Context: an optimization exercise on an open-source flow, tuned for small area, a short achievable clock period and few clock cycles per item. The choices shown serve that exercise and are no tape-out recipe.
The RTL was checked by simulation tests, not by an equivalence proof against the original design.
Power is estimated from default activity; no workload was simulated.

[flow/config.mk]
export PLATFORM = sky130hd
export DESIGN_NAME = space_to_depth_address_gen_core
export DESIGN_NICKNAME = space_to_depth_address_gen_core
export VERILOG_FILES = /design/flow/design.v
export SDC_FILE = /design/flow/constraint.sdc
export NUM_CORES = 4
export LEC_CHECK = 0
export CAP_MARGIN = 10
export CORE_MARGIN = 2
export CORE_UTILIZATION = 55
export CTS_CLUSTER_DIAMETER = 80
export CTS_CLUSTER_SIZE = 25
export SLEW_MARGIN = 10
[flow/constraint.sdc]
create_clock -name core_clock -period 10.0 [get_ports {clk_i}]
set_input_delay 2.0000 -clock core_clock [delete_from_list [all_inputs] [get_ports {clk_i}]]
set_output_delay 2.0000 -clock core_clock [all_outputs]
set_load 0.01 [all_outputs]
[flow/design.v]
module space_to_depth_address_gen_core #(
  parameter int unsigned DATA_BITS = 32,
  parameter int unsigned DIM_BITS  = 12,
  parameter int unsigned ADDR_BITS = 24
) (
  input  logic                   clk_i,
  input  logic                   rst_ni,
  input  logic                   psel,
  input  logic                   penable,
  input  logic                   pwrite,
  input  logic [4:0]             paddr,
  input  logic [31:0]            pwdata,
  output logic [31:0]            prdata,
  output logic                   pready,
  input  logic                   in_valid_i,
  output logic                   in_ready_o,
  input  logic [DATA_BITS-1:0]   element_value_i,
  output logic                   out_valid_o,
  input  logic                   out_ready_i,
  output logic [DATA_BITS-1:0]   out_value_o,
  output logic [ADDR_BITS-1:0]   out_address_o,
  output logic                   in_range_o,
  output logic                   last_element_o
);
  localparam int unsigned DW = DIM_BITS + 1;
  localparam int unsigned AW = ADDR_BITS;
  logic [6:0]    batch_q;
  logic [DW-1:0] height_q, width_q, chan_q;
  logic [4:0]    block_q;
  logic [2:0]    idx;
  logic          wr_en, hit;
  logic [DW-1:0] rd_d, rd_q;
  assign idx    = paddr[4:2];
  assign wr_en  = psel && penable && pwrite;
  assign hit    = idx < 3'd5;
  assign pready = 1'b1;
  logic [5:0]      batch_hi;
  logic [DW-2:0]   height_hi, width_hi, chan_hi;
  logic [3:0]      block_hi;
  logic [4:0]      b0n_q;
  always_ff @(posedge clk_i or negedge rst_ni) begin
    if (!rst_ni) begin
      batch_hi  <= '0;
      height_hi <= '0;
      width_hi  <= '0;
      chan_hi   <= '0;
      block_hi  <= '0;
      b0n_q     <= '0;
    end else if (wr_en) begin
      case (idx)
        3'd0: {batch_hi,  b0n_q[0]} <= {pwdata[6:1],    !pwdata[0]};
        3'd1: {height_hi, b0n_q[1]} <= {pwdata[DW-1:1], !pwdata[0]};
        3'd2: {width_hi,  b0n_q[2]} <= {pwdata[DW-1:1], !pwdata[0]};
        3'd3: {chan_hi,   b0n_q[3]} <= {pwdata[DW-1:1], !pwdata[0]};
        3'd4: {block_hi,  b0n_q[4]} <= {pwdata[4:1],    !pwdata[0]};
        default: ;
      endcase
    end
  end
  assign batch_q  = {batch_hi,  !b0n_q[0]};
  assign height_q = {height_hi, !b0n_q[1]};
  assign width_q  = {width_hi,  !b0n_q[2]};
  assign chan_q   = {chan_hi,   !b0n_q[3]};
  assign block_q  = {block_hi,  !b0n_q[4]};
  always_comb begin
    case (idx)
      3'd0:    rd_d = DW'(batch_q);
      3'd1:    rd_d = height_q;
      3'd2:    rd_d = width_q;
      3'd3:    rd_d = chan_q;
      3'd4:    rd_d = DW'(block_q);
      default: rd_d = '0;
    endcase
  end
  always_ff @(posedge clk_i) begin
    rd_q <= rd_d;
  end
  assign prdata = 32'(rd_q);
  function automatic logic [DW-1:0] clamp_dim(input logic [DW-1:0] v);
    clamp_dim = v[DW-1] ? {1'b1, {(DW-1){1'b0}}} : ((v == '0) ? DW'(1) : v);
  endfunction
  logic [6:0]    n_eff;
  logic [DW-1:0] h_eff, w_eff, c_eff;
  logic [4:0]    s_eff;
  assign n_eff = batch_q[6] ? 7'd64 : ((batch_q == '0) ? 7'd1 : batch_q);
  assign s_eff = block_q[4] ? 5'd16 : ((block_q == '0) ? 5'd1 : block_q);
  assign h_eff = clamp_dim(height_q);
  assign w_eff = clamp_dim(width_q);
  assign c_eff = clamp_dim(chan_q);
  localparam logic [32*9-1:0] SS_TAB = {
    9'd256, 9'd256, 9'd256, 9'd256, 9'd256, 9'd256, 9'd256, 9'd256, 9'd256, 9'd256, 9'd256, 9'd256, 9'd256, 9'd256, 9'd256, 9'd256, 9'd225, 9'd196, 9'd169, 9'd144, 9'd121, 9'd100, 9'd81, 9'd64, 9'd49, 9'd36, 9'd25, 9'd16, 9'd9, 9'd4, 9'd1, 9'd1};
  localparam logic [32*9-1:0] K1_TAB = {
    9'd241, 9'd241, 9'd241, 9'd241, 9'd241, 9'd241, 9'd241, 9'd241, 9'd241, 9'd241, 9'd241, 9'd241, 9'd241, 9'd241, 9'd241, 9'd241, 9'd211, 9'd183, 9'd157, 9'd133, 9'd111, 9'd91, 9'd73, 9'd57, 9'd43, 9'd31, 9'd21, 9'd13, 9'd7, 9'd3, 9'd1, 9'd1};
  logic [8:0] ss_t, k1_t;
  assign ss_t  = SS_TAB[9*block_q +: 9];
  assign k1_t  = K1_TAB[9*block_q +: 9];
  logic                 o_valid_q, s_valid_q, rdy_q, s_valid_d, o_free, o_load;
  logic [DATA_BITS-1:0] s_val_q, o_val_q;
  assign in_ready_o = rdy_q;
  assign o_free     = !o_valid_q || out_ready_i;
  assign o_load     = o_free && (s_valid_q || (in_valid_i && rdy_q));
  assign s_valid_d  = (s_valid_q || (in_valid_i && rdy_q)) && !o_free;
  always_ff @(posedge clk_i or negedge rst_ni) begin
    if (!rst_ni) begin
      o_valid_q <= 1'b0;
      s_valid_q <= 1'b0;
      rdy_q     <= 1'b0;
    end else begin
      o_valid_q <= o_load || (o_valid_q && !out_ready_i);
      s_valid_q <= s_valid_d;
      rdy_q     <= !s_valid_d && !(wr_en && hit);
    end
  end
  always_ff @(posedge clk_i) begin
    if (!s_valid_q) s_val_q <= element_value_i;
    if (o_load)     o_val_q <= s_valid_q ? s_val_q : element_value_i;
  end
  logic          z_q;
  logic [DW-1:0] cl_q, wl_q, hl_q;
  logic [6:0]    nl_q;
  logic [4:0]    cr_q, rr_q;
  logic          lc_q, lw_q, lh_q, ln_q, cw_q, rw_q, colok_q, rowok_q;
  logic          mb_q, mr_q, sa_q, sq_q, sr_q;
  logic          inr_q, last_q;
  logic [AW-1:0] a_q, q_q, r_q;
  logic [AW-1:0] a_add, q_add, r_add, a_nxt;
  logic [8:0]    a_opd_q;
  logic          mp_q;
  logic [4:0]    r_opd_q;
  assign a_add = a_q + AW'(a_opd_q);
  assign q_add = q_q + AW'(mp_q ? cr_q : 5'd0);
  assign r_add = r_q + AW'(r_opd_q);
  assign a_nxt = ({AW{sa_q && !z_q}} & a_add) | ({AW{sq_q && !z_q}} & q_add) |
                 ({AW{sr_q && !z_q}} & r_add);
  logic lc_d, lw_d, lh_d, ln_d, cw_d, rw_d, colok_d, rowok_d;
  logic [4:0] cr_d, rr_d;
  logic step_w, step_h, step_n;
  assign step_w = !z_q && lc_q;                    
  assign step_h = !z_q && lc_q && lw_q;            
  assign step_n = !z_q && lc_q && lw_q && lh_q;    
  logic c1_q, w1_q, h1_q, n1_q, s1_q, wge_q, hge_q, wgt_q;
  logic [5:0] sp1_q;    
  always_ff @(posedge clk_i) begin
    c1_q  <= c_eff == DW'(1);
    w1_q  <= w_eff == DW'(1);
    h1_q  <= h_eff == DW'(1);
    n1_q  <= n_eff == 7'd1;
    s1_q  <= s_eff == 5'd1;
    wge_q <= w_eff >= DW'(s_eff);
    hge_q <= h_eff >= DW'(s_eff);
    wgt_q <= w_eff > DW'(s_eff);
    sp1_q <= 6'(s_eff) + 6'd1;
  end
  logic nbok_d;
  always_comb begin
    if (z_q || step_h)  nbok_d = wgt_q;
    else if (step_w)    nbok_d = wl_q > DW'(sp1_q);
    else                nbok_d = wl_q > DW'(s_eff);
  end
  always_comb begin
    lc_d    = lc_q;
    lw_d    = lw_q;
    lh_d    = lh_q;
    ln_d    = ln_q;
    cw_d    = cw_q;
    rw_d    = rw_q;
    cr_d    = cr_q;
    rr_d    = rr_q;
    colok_d = colok_q;
    rowok_d = rowok_q;
    if (z_q || lc_q) lc_d = c1_q;
    else             lc_d = cl_q == DW'(2);
    if (z_q || step_h) begin
      lw_d    = w1_q;
      cr_d    = 5'd1;
      cw_d    = s1_q;
      colok_d = wge_q;
    end else if (step_w) begin
      lw_d = wl_q == DW'(2);
      if (cw_q) begin
        cr_d    = 5'd1;
        cw_d    = s1_q;
        colok_d = wl_q > DW'(s_eff);
      end else begin
        cr_d = cr_q + 5'd1;
        cw_d = (cr_q + 5'd1) == s_eff;
      end
    end
    if (z_q || step_n) begin
      lh_d    = h1_q;
      rr_d    = 5'd1;
      rw_d    = s1_q;
      rowok_d = hge_q;
    end else if (step_h) begin
      lh_d = hl_q == DW'(2);
      if (rw_q) begin
        rr_d    = 5'd1;
        rw_d    = s1_q;
        rowok_d = hl_q > DW'(s_eff);
      end else begin
        rr_d = rr_q + 5'd1;
        rw_d = (rr_q + 5'd1) == s_eff;
      end
    end
    if (z_q)         ln_d = n1_q;
    else if (step_n) ln_d = nl_q == 7'd2;
  end
  logic last_d, mr_d;
  assign last_d = lc_d && lw_d && lh_d && ln_d;
  assign mr_d   = lc_d && lw_d && !(lh_d && ln_d);
  always_ff @(posedge clk_i or negedge rst_ni) begin
    if (!rst_ni) begin
      z_q <= 1'b1;
    end else if (wr_en && hit) begin
      z_q <= 1'b1;
    end else if (o_load) begin
      z_q <= last_d;
    end
  end
  always_ff @(posedge clk_i) begin
    if (o_load) begin
      a_opd_q <= !lc_d ? ss_t : ((lc_d && !lw_d && cw_d && nbok_d) ? k1_t : 9'd1);
      mp_q    <= lc_d && !lw_d && !cw_d;
      mb_q <= lc_d && !lw_d && cw_d;
      mr_q <= mr_d;
      sa_q <= !lc_d || (lc_d && !lw_d && cw_d) || (mr_d && rw_d && cw_d);
      sq_q <= (lc_d && !lw_d && !cw_d) || (mr_d && rw_d && !cw_d);
      sr_q    <= mr_d && !rw_d;
      r_opd_q <= rowok_d ? s_eff : 5'd0;
    end
  end
  always_ff @(posedge clk_i) begin
    if (o_load) begin
      lc_q    <= lc_d;
      lw_q    <= lw_d;
      lh_q    <= lh_d;
      ln_q    <= ln_d;
      cw_q    <= cw_d;
      rw_q    <= rw_d;
      cr_q    <= cr_d;
      rr_q    <= rr_d;
      colok_q <= colok_d;
      rowok_q <= rowok_d;
      inr_q   <= colok_d && rowok_d;
      last_q  <= last_d;
      cl_q    <= (z_q || lc_q) ? c_eff : cl_q - DW'(1);
      if (z_q || step_h)  wl_q <= w_eff;
      else if (step_w)    wl_q <= wl_q - DW'(1);
      if (z_q || step_n)  hl_q <= h_eff;
      else if (step_h)    hl_q <= hl_q - DW'(1);
      if (z_q)            nl_q <= n_eff;
      else if (step_n)    nl_q <= nl_q - 7'd1;
      a_q <= (colok_d && rowok_d) ? a_nxt : '0;
      if (z_q || mb_q || mr_q) q_q <= a_nxt;
      if (z_q || mr_q)         r_q <= a_nxt;
    end
  end
  assign out_valid_o    = o_valid_q;
  assign out_value_o    = o_val_q;
  assign out_address_o  = a_q;
  assign in_range_o     = inr_q;
  assign last_element_o = last_q;
endmodule
[flow/flow/run.sh]
#!/bin/bash
# Own layout flow: the standard synthesis (standard.sh synth, unchanged),
# then the standard ORFS layout steps with these changes:
#  - port buffers placed by flow/ports.tcl, just before the resizer step: a
#    buf_1 on each input and a buf_2 on each output (instead of the resizer's
#    single pick, placed before global placement)
#  - timing repair aimed at a larger setup margin
# Each step's output goes to its own log in this folder; ORFS's per-stage
# logs are under orfs/logs/.
set -euo pipefail
MARGIN=${MARGIN:-6.8}
[[ -f flow/params.sh ]] && source flow/params.sh
bash standard.sh synth > synth.log 2>&1
PORTS="$PWD/flow/ports.tcl"
sed 's#"\${@:-finish}"#SETUP_SLACK_MARGIN='"$MARGIN"' DONT_BUFFER_PORTS=1 PRE_RESIZE_TCL='"$PORTS"' "${@:-finish}"#' standard.sh > layout.sh
grep -q "SETUP_SLACK_MARGIN=$MARGIN" layout.sh
bash layout.sh > layout.log 2>&1
[flow/flow/params.sh]
MARGIN=6.8
[flow/flow/ports.tcl]
# Port buffers, placed before the resizer step (after global placement, whose
# timing-driven mode removes buffers), in place of ORFS's buffer_ports
puts "Perform port buffering (flow/ports.tcl)..."
buffer_ports -inputs -buffer_cell sky130_fd_sc_hd__buf_1
buffer_ports -outputs -buffer_cell sky130_fd_sc_hd__buf_2
[flow/standard.sh]
#!/bin/bash
# synth_recipe.tcl (not shown) runs the flow's synth.tcl, then flattens the netlist and writes it again
# the make line also repeats each setting of config.mk as NAME=value (left out here)
make -C /OpenROAD-flow-scripts/flow DESIGN_CONFIG=/design/flow/config.mk WORK_HOME=/design/flow/orfs CLKGATE_MAP_FILE= SYNTH_SCRIPT=/design/flow/synth_recipe.tcl "${@:-finish}"
==> results.tsv, run 1 <==
metric	value	unit
Synth top area share	0.3675	
worst vdd ir	0.0001609	V
Final Max Tran Viols	0	
R2R Path Start	block_hi[0]	
PortBufs	0	
first-pass GRT wire length	57860	µm
#FFs+latches synth	304	
RSZ-0062 raised after global routing	yes	
Final nets	1631	
hold_buf cts	0	
reg-to-reg setup timing slack	6.91	ns
Max Buffers Root-to-Sink	3	
largest net degree at the start of global routing	52	
delay-heaviest family, CP	buffers and inverters	
most frequent cell after synthesis	edfxtp_1	
Worst Min Path Start	s_val_q[17]	
fmax	0.3166	GHz
WP data arrival	3.57	ns
Register-to-Register Path Depth	12	
Area contributors post-synth	edfxtp_1 (37%), dfrtp_1 (8.7%), dfxtp_1 (7.6%)	
hold_ws	0.4781	ns
Hold Fails Final Rpt	0	
initial DRC count	759	
number of max-cap violations	0	
worst-skew pair later-pin latency	0.51	ns
vias per cell	5.749	
Final min period	3.159	ns
slew at the pin closest to its max-slew limit	0.9303	ns
Placed Cells	1834	
fin cells	1882	
Diodes inserted	0	
Die Wd	172.0	µm
Root Driver	clkbuf_16	
Post-synth EDFFs	190	
Critical Path Start Type	input pin	
site row count	61	
clk slew on worst S/H paths	0.09	ns
Avg Inst Size Synth	11.35	µm²
Hold Path Depth	1	
die area	29590	µm²
vias	10820	
crit end category	flip-flop	
post-DP HPWL	26100	µm
CTS Sinks	304	
Final ANT Viol Nets	0	
Tcrit/Tclk final	0.3159	
crit-path cells	clkdlybuf4s15_2 > nor2_4 > inv_1 > nor3_4 > buf_12 > mux2_2	
total track usage	0.2541	
filler cell count	2341	
Die H	172.0	µm
gr ovfl total	0	
Inserted Clock Buffers	17	
Crit Path Class	in2reg	
mapped cell area	15530	µm²
WP data required	10.41	ns
headroom to the max-slew limit	0.3750	
Mapped Cells	1368	
Top FF cell, synth	edfxtp_1	
r2r endpoint	a_opd_q[2]	
H-tree depth	1	
Synth cell types	80	
worst-path fanout max	23	
fraction of layout cells with a size suffix above 1	0.1795	
Final Skew	0.01717	ns
Yosys top cell by area	edfxtp_1	
worst setup path startpoint	paddr[3]	
Buf/Inv on CP	3	
# setup viols final	0	
DR DRC count	0	
wire per inst	19.72	µm
initial antenna violation count	0	
LEAKAGE	6.475	nW
Power Total	0.003691	W
Seq/Total Area, Yosys	0.5323	
Hold Crit Class	reg2reg	
core area	27780	µm²
CTS tree	built	
Worst Hold End	s_val_q[17]	
Power Density	213.6	nW/µm²
status	timing/DRC/antenna clean	
fraction of registers with async set/reset	0.1809	
Layout Utilization	0.6220	
Initial Util	0.5589	
Slowest Stage Delay on Critical Path	0.45	ns
synth cell count leaders	edfxtp_1 (190), nand2_1 (101), nor2_1 (98)	
YS warnings	1	
DRT Wirelength	37110	µm
Setup TNS	0	ns
Pre-antenna DRT Iters	5	
vias in the first global route	10470	
GP Congestion	0.8458	
I/O Pins	169	
Area growth syn-to-layout	11.29	%
Crit-path slowest cell	clkdlybuf4s15_2	
layer usage:
| layer | wire [µm] | up-vias | global-route usage |
|---|---|---|---|
| met5 | 0 | - | 0 |
| met4 | 589 | 0 | 0.04896 |
| met3 | 1878 | 36 | 0.03204 |
| met2 | 17640 | 281 | 0.4168 |
| met1 | 17000 | 5285 | 0.3671 |
| li1 | - | 5217 | - |
worst reg2reg max path, cell delays in order (launching register included):
cell and delay [ns]:
dfrtp_2 0.43, inv_2 0.08, ha_1 0.21, or3b_1 0.20
a21o_1 0.22, clkinvlp_4 0.20, ha_1 0.26, a311o_1 0.28
o311ai_1 0.10, o311ai_2 0.22, o2111ai_2 0.28, nand3_4 0.16
o32ai_2 0.27
cells in the final DEF, fill, tap and decap left out, drive strengths merged, types with 5 or more instances in the layout:
cell     netlist  final
and2          11     11
nand2        101    102
nor4          16     16
a22oi         25     25
ha            59     59
inv           35     37
o21ai         72     72
a211oi         7      7
a21o          13     14
or3            6      6
nand4         15     15
nor2b         44     44
edfxtp       190    190
nor3          29     29
a31oi         15     15
clkbuf        41     23
dfxtp         59     59
and3          16     16
o22ai         11     11
xor2          44     44
o211ai         5      5
dfrtp         54     54
mux2i          5      5
xnor2         71     71
buf           29    153
nor2          99     99
or4            7      7
o2111ai        6      6
mux2          87     87
conb           2     21
nand2b        17     17
nand3b        24     24
a21oi         45     45
nand3         39     39
layout make-up:
class / instances / area (µm²) / share of cell area
clock inverters: 7 / 63.81 / 0.003693
flip-flops and latches: 304 / 8270 / 0.4786
well taps: 378 / 473.0 / 0.02737
multi-input cells: 980 / 7020 / 0.4063
inverters: 35 / 141.4 / 0.008182
repair buffers: 155 / 852.1 / 0.04931
clock buffers: 23 / 457.9 / 0.02650
what timing repair did:
action / CTS / global route
setup endpoints to repair: 118 / 65
gates cloned: 2 / 0
buffers inserted: 9 / 7
pin swaps: 4 / 9
hold endpoints to repair: 0 / 0
resized for setup: 25 / 10
registers in the layout (all words and copies together), names as in the netlist, 13 cells and up:
| signal | count |
|---|---|
| q_q | 24 |
| wl_q | 13 |
| a_q | 24 |
| r_q | 24 |
| cl_q | 13 |
| hl_q | 13 |
| rd_q | 13 |
| o_val_q | 32 |
| s_val_q | 32 |
report_power, final:
part | switching, W | internal (W) | total (W) | leakage, nW
sequential | 0.000205 | 0.00164 | 0.00184 | 2.98
clock | 0.000423 | 0.000337 | 0.000759 | 0.255
combinational | 0.000639 | 0.000451 | 0.00109 | 3.24
total | 0.00127 | 0.00242 | 0.00369 | 6.47
logic make-up (layout without fill, tap and decap cells):
group / after synthesis / count (layout) / synth area share
compound gates: 245 / 246 / 0.1044
flops: 304 / 304 / 0.5323
xor+xnor: 115 / 115 / 0.06487
simple gates: 439 / 440 / 0.1448
fa+ha+maj: 63 / 63 / 0.05206
mux: 95 / 95 / 0.07067
buf+inv: 105 / 220 / 0.03046
other cells: 2 / 21 / 0.0004837
worst max path at each step:
stage	to	slack, ns	cells past startpoint
after floorplan	q_q[0]	5.51	4
after global placement	a_q[6]	5.78	12
after detailed placement	chan_hi[9]	5.64	3
after CTS	a_q[0]	6.81	12
after global routing	a_opd_q[2]	6.77	12
final	batch_hi[5]	6.84	6
through the flow:
stage,instance area [µm²],setup slack [ns]
finish,17280,6.841
global placement,15860,5.779
CTS,17180,6.807
floorplan,15660,5.509
detailed placement,16470,5.635
global route,17280,6.774
Testbench counts, summed over its fixed seeds: cycles 53,646, items 52,758.
==> inputs of run 2 (changes only) <==
--- a/flow/design.v
+++ b/flow/design.v
@@ -140,5 +140,4 @@
   assign step_n = !z_q && lc_q && lw_q && lh_q;    
   logic c1_q, w1_q, h1_q, n1_q, s1_q, wge_q, hge_q, wgt_q;
-  logic [5:0] sp1_q;    
   always_ff @(posedge clk_i) begin
     c1_q  <= c_eff == DW'(1);
@@ -150,10 +149,9 @@
     hge_q <= h_eff >= DW'(s_eff);
     wgt_q <= w_eff > DW'(s_eff);
-    sp1_q <= 6'(s_eff) + 6'd1;
   end
   logic nbok_d;
   always_comb begin
     if (z_q || step_h)  nbok_d = wgt_q;
-    else if (step_w)    nbok_d = wl_q > DW'(sp1_q);
+    else if (step_w)    nbok_d = wl_q > DW'(s_eff) + DW'(1);
     else                nbok_d = wl_q > DW'(s_eff);
   end
==> flow/flow/run.sh (replaced) <==
#!/bin/bash
# Own layout flow: the standard synthesis (standard.sh synth, unchanged),
# then the standard ORFS layout steps with two extra knobs:
#  - port buffers of a small plain buffer cell instead of the resizer's pick
#  - timing repair aimed at a larger setup margin
# Each step's output goes to its own log in this folder; ORFS's per-stage
# logs are under orfs/logs/.
set -euo pipefail
MARGIN=${MARGIN:-7}
PORTBUF=${PORTBUF:-sky130_fd_sc_hd__buf_2}
[[ -f flow/params.sh ]] && source flow/params.sh
bash standard.sh synth > synth.log 2>&1
sed 's/"\${@:-finish}"/SETUP_SLACK_MARGIN='"$MARGIN"' BUFFER_PORTS_ARGS="-buffer_cell '"$PORTBUF"'" "${@:-finish}"/' standard.sh > layout.sh
grep -q "SETUP_SLACK_MARGIN=$MARGIN" layout.sh
bash layout.sh > layout.log 2>&1
--- a/flow/config.mk
+++ b/flow/config.mk
@@ -6,8 +6,8 @@
 export NUM_CORES = 4
 export LEC_CHECK = 0
-export CAP_MARGIN = 10
+export CAP_MARGIN = 20
 export CORE_MARGIN = 2
 export CORE_UTILIZATION = 55
 export CTS_CLUSTER_DIAMETER = 80
 export CTS_CLUSTER_SIZE = 25
-export SLEW_MARGIN = 10
+export SLEW_MARGIN = 20
removed: flow/flow/ports.tcl
==> run 2 against run 1 <==
  * Sequential share of layout area down 1.1 points
  * Global-route usage is 0.37 points higher
  * Still clean
  * Via count grew 2.8%
  * Critical path depth increased by 7
  * Power increased by 2.6%
  * Clock power increased by 0.8%
  * Critical endpoint is now a_opd_q[2]
  * Synthesized cell count grew 0.29%
==> results.tsv, run 2 <==
metric	value	unit
Top FF cell, synth	edfxtp_1	
worst setup path startpoint	block_hi[2]	
Worst Min Path Start	s_val_q[20]	
first-pass GRT wire length	58820	µm
area share of fa/ha/maj cells after synthesis	0.05486	
Crit Path Class	reg2reg	
Mapped Cells	1372	
CTS tree	built	
Die Wd	171.7	µm
total track usage	0.2579	
Pre-antenna DRT Iters	5	
Synth Area in XOR/XNOR	0.05777	
fraction of layout cells with a size suffix above 1	0.2257	
Max Buffers Root-to-Sink	3	
RSZ-0062 raised after global routing	yes	
mux cell area share after synthesis	0.07509	
vias	11120	
Final min period	3.356	ns
gr ovfl total	0	
initial antenna violation count	1	
post-DP HPWL	26320	µm
setup ws final	6.644	ns
Hold Fails Final Rpt	0	
LEAKAGE	6.751	nW
vias per cell	5.882	
Final Max Tran Viols	0	
highest-count cells in the layout ignoring fill and taps	edfxtp_1 (190), buf_2 (126), nand2_1 (96)	
I/O Pins	169	
die area	29470	µm²
most common cell after layout, fill and taps aside	edfxtp_1	
status	timing/DRC/antenna clean	
Root Driver	clkbuf_16	
Inserted Clock Buffers	17	
CTS Sinks	298	
DR DRC count	0	
Slowest Stage Delay on Critical Path	0.57	ns
mapped cell area	15460	µm²
Setup TNS	0	ns
Final Skew	0.01933	ns
Synth top area share	0.3690	
vias in the first global route	10580	
largest net degree at the start of global routing	75	
crit end category	flip-flop	
Synth cell types	72	
Die H	171.7	µm
worst vdd ir	0.0001534	V
worst-skew pair later-pin latency	0.52	ns
Final nets	1643	
Crit path top cell by count	and3_4	
fmax	0.2980	GHz
Seq/Total Area, Yosys	0.5267	
DRT Wirelength	38530	µm
number of max-cap violations	0	
wire per inst	20.39	µm
worst-path fanout max	18	
complex-gate fraction of the synthesized area	0.1037	
Initial Util	0.5581	
most frequent cell after synthesis	edfxtp_1	
site row count	61	
Post-synth EDFFs	190	
Area contributors post-synth	edfxtp_1 (37%), dfrtp_1 (8.7%), dfxtp_1 (6.9%)	
initial DRC count	934	
PortBufs	127	
# setup viols final	0	
WP data arrival	3.70	ns
Final ANT Viol Nets	0	
YS warnings	1	
core area	27710	µm²
delay-heaviest family, CP	simple AND/OR/NAND/NOR gates	
largest family of logic cells by synthesized area	simple AND/OR/NAND/NOR gates	
H-tree depth	1	
crit-path cells	or3b_4 > a21o_4 > inv_6 > and3_4 > xnor2_2 > ha_1 > and3_4 > o21ai_2 > nand3_2 > a21o_1 > a21oi_2 > or4b_4 > o32ai_2	
Critical Path Start Type	flip-flop	
Yosys top cell by area	edfxtp_1	
WP data required	10.34	ns
simple-gate share of the synthesized area	0.1477	
pre-CTS setup slack	5.075	ns
Tcrit/Tclk final	0.3356	
headroom to the max-slew limit	0.3780	
Avg Inst Size Synth	11.27	µm²
#FFs+latches synth	298	
synth cell count leaders	edfxtp_1 (190), nand2_1 (97), nor2_1 (88)	
fraction of registers with async set/reset	0.1846	
Hold Crit Class	reg2reg	
R2R Path Start	block_hi[2]	
GP Congestion	0.8704	
Area growth syn-to-layout	12.76	%
clk slew on worst S/H paths	0.10	ns
Crit-path slowest cell	dfrtp_2	
top flop regs	o_val_q (32), s_val_q (32)	
slew at the pin closest to its max-slew limit	0.9245	ns
Power Density	217.2	nW/µm²
Buf/Inv on CP	1	
-- run 2: cell count changes in the layout (fill, tap and decap cells not counted), sizes merged, moves of 7 or more --
cell   change
buf        +8
inv        +8
nor2      -11
nor2b     -13
nor4       +7
xnor2     -14
-- run 2: final cells by class --
class | count | area (µm²)
Antenna cell | 1 | 2.502
Inverter | 43 | 172.7
Sequential cell | 298 | 8153
Timing Repair Buffer | 164 | 992.2
Clock buffer | 23 | 457.9
Multi-Input combinational cell | 976 | 7117
Fill cell | 2334 | 10270
Timing Repair inverter | 1 | 5.005
Tap cell | 378 | 473.0
Clock inverter | 6 | 63.81
-- run 2: cells by family after synthesis --
| family | Yosys count |
|---|---|
| simple gates | 440 |
| flops | 298 |
| compound gates | 248 |
| buf+inv | 118 |
| xor+xnor | 102 |
| mux | 98 |
| fa+ha+maj | 66 |
| other cells | 2 |
-- run 2: report_power, final --
group	internal (W)	leakage [nW]	switching (W)	total, W
Clock	0.000337	0.254	0.000428	0.000765
Sequential	0.00161	2.93	0.000204	0.00182
Combinational	0.000508	3.57	0.000697	0.00121
-- run 2: path summary, 6_finish.rpt --
kind	endpoint	slack (ns)	cells after the start
worst max-delay path	a_opd_q[2]	6.64	13
worst min-delay path	s_val_q[20]	0.48	1
worst max register to register	a_opd_q[2]	6.64	13
worst min register to register	s_val_q[20]	0.48	1
max in group asynchronous	block_hi[1]	7.86	2
min in group asynchronous	batch_hi[2]	1.60	2
-- run 2: worst register-to-register path, cell delays in order, from the launching register on --
cell	delay [ns]
dfrtp_2	0.57
or3b_4	0.43
a21o_4	0.23
inv_6	0.08
and3_4	0.19
xnor2_2	0.08
ha_1	0.31
and3_4	0.20
o21ai_2	0.06
nand3_2	0.06
a21o_1	0.12
a21oi_2	0.05
or4b_4	0.57
o32ai_2	0.22
-- run 2: per-layer routing --
metal  vias up  wire (µm)  global-route usage  part of all wire
li1       5269          -                   -                 -
met1      5480      18440              0.3861              0.48
met2       323      17320              0.3983              0.45
met3        43       2153             0.04142             0.056
met4         2        600             0.05085             0.016
met5         -         11                   0           0.00029
-- run 2: what timing repair did --
action,in CTS,in global routing
cloned,3,2
hold buffers,0,0
buffers inserted,16,4
endpoints found under the setup margin,159,57
pin swaps,12,4
gates resized for setup,37,18
-- run 2: through the flow --
stage          cells  power [W]  hold slack (ns)  instance area (µm²)  utilization
3_5_place_dp    1835   0.002916           0.4561                16480       0.5949
2_1_floorplan   1391   0.002561           0.4461                15670            -
3_3_place_gp    1835   0.002893           0.4515                16480       0.5949
4_1_cts         1883   0.003744           0.4808                17280       0.6235
5_1_grt         1889   0.003988           0.4917                17430       0.6293
6_report        1890   0.003786           0.4778                17440       0.6294
Testbench counts of run 2, summed over its fixed seeds: cycles 53,646, items 52,758.

what the ideal ports hide:
No port has a modelled driver above. Below, the same layouts with a new extraction and two added sets of constraints. Step 1 sets driving cells, clkbuf_16 on the clock port and buf_2 on the other inputs (assumed; they add their load-dependent delay and slew). Step 2 also shifts input and output timing later by t, the mid clock arrival at the registers, as if the neighbouring blocks saw the same clock. Slacks: ideal / step 1 / step 2; pairs: ideal / step 1.
| run | t (ns) | setup slack, ns | slew at the worst register clock pin (ns) | cell pins on the clock port's net |
|---|---|---|---|---|
| run 1 | 0.554 | 6.841 / 6.802 / 6.310 | 0.10 / 0.10 | 1 |
| run 2 | 0.559 | 6.644 / 6.644 / 6.376 | 0.11 / 0.11 | 1 |
After both steps setup and hold are still met in every run listed. For run 1, which loses most, drivers alone change the setup slack by -0.039 ns; drivers and shift together by -0.531 ns.
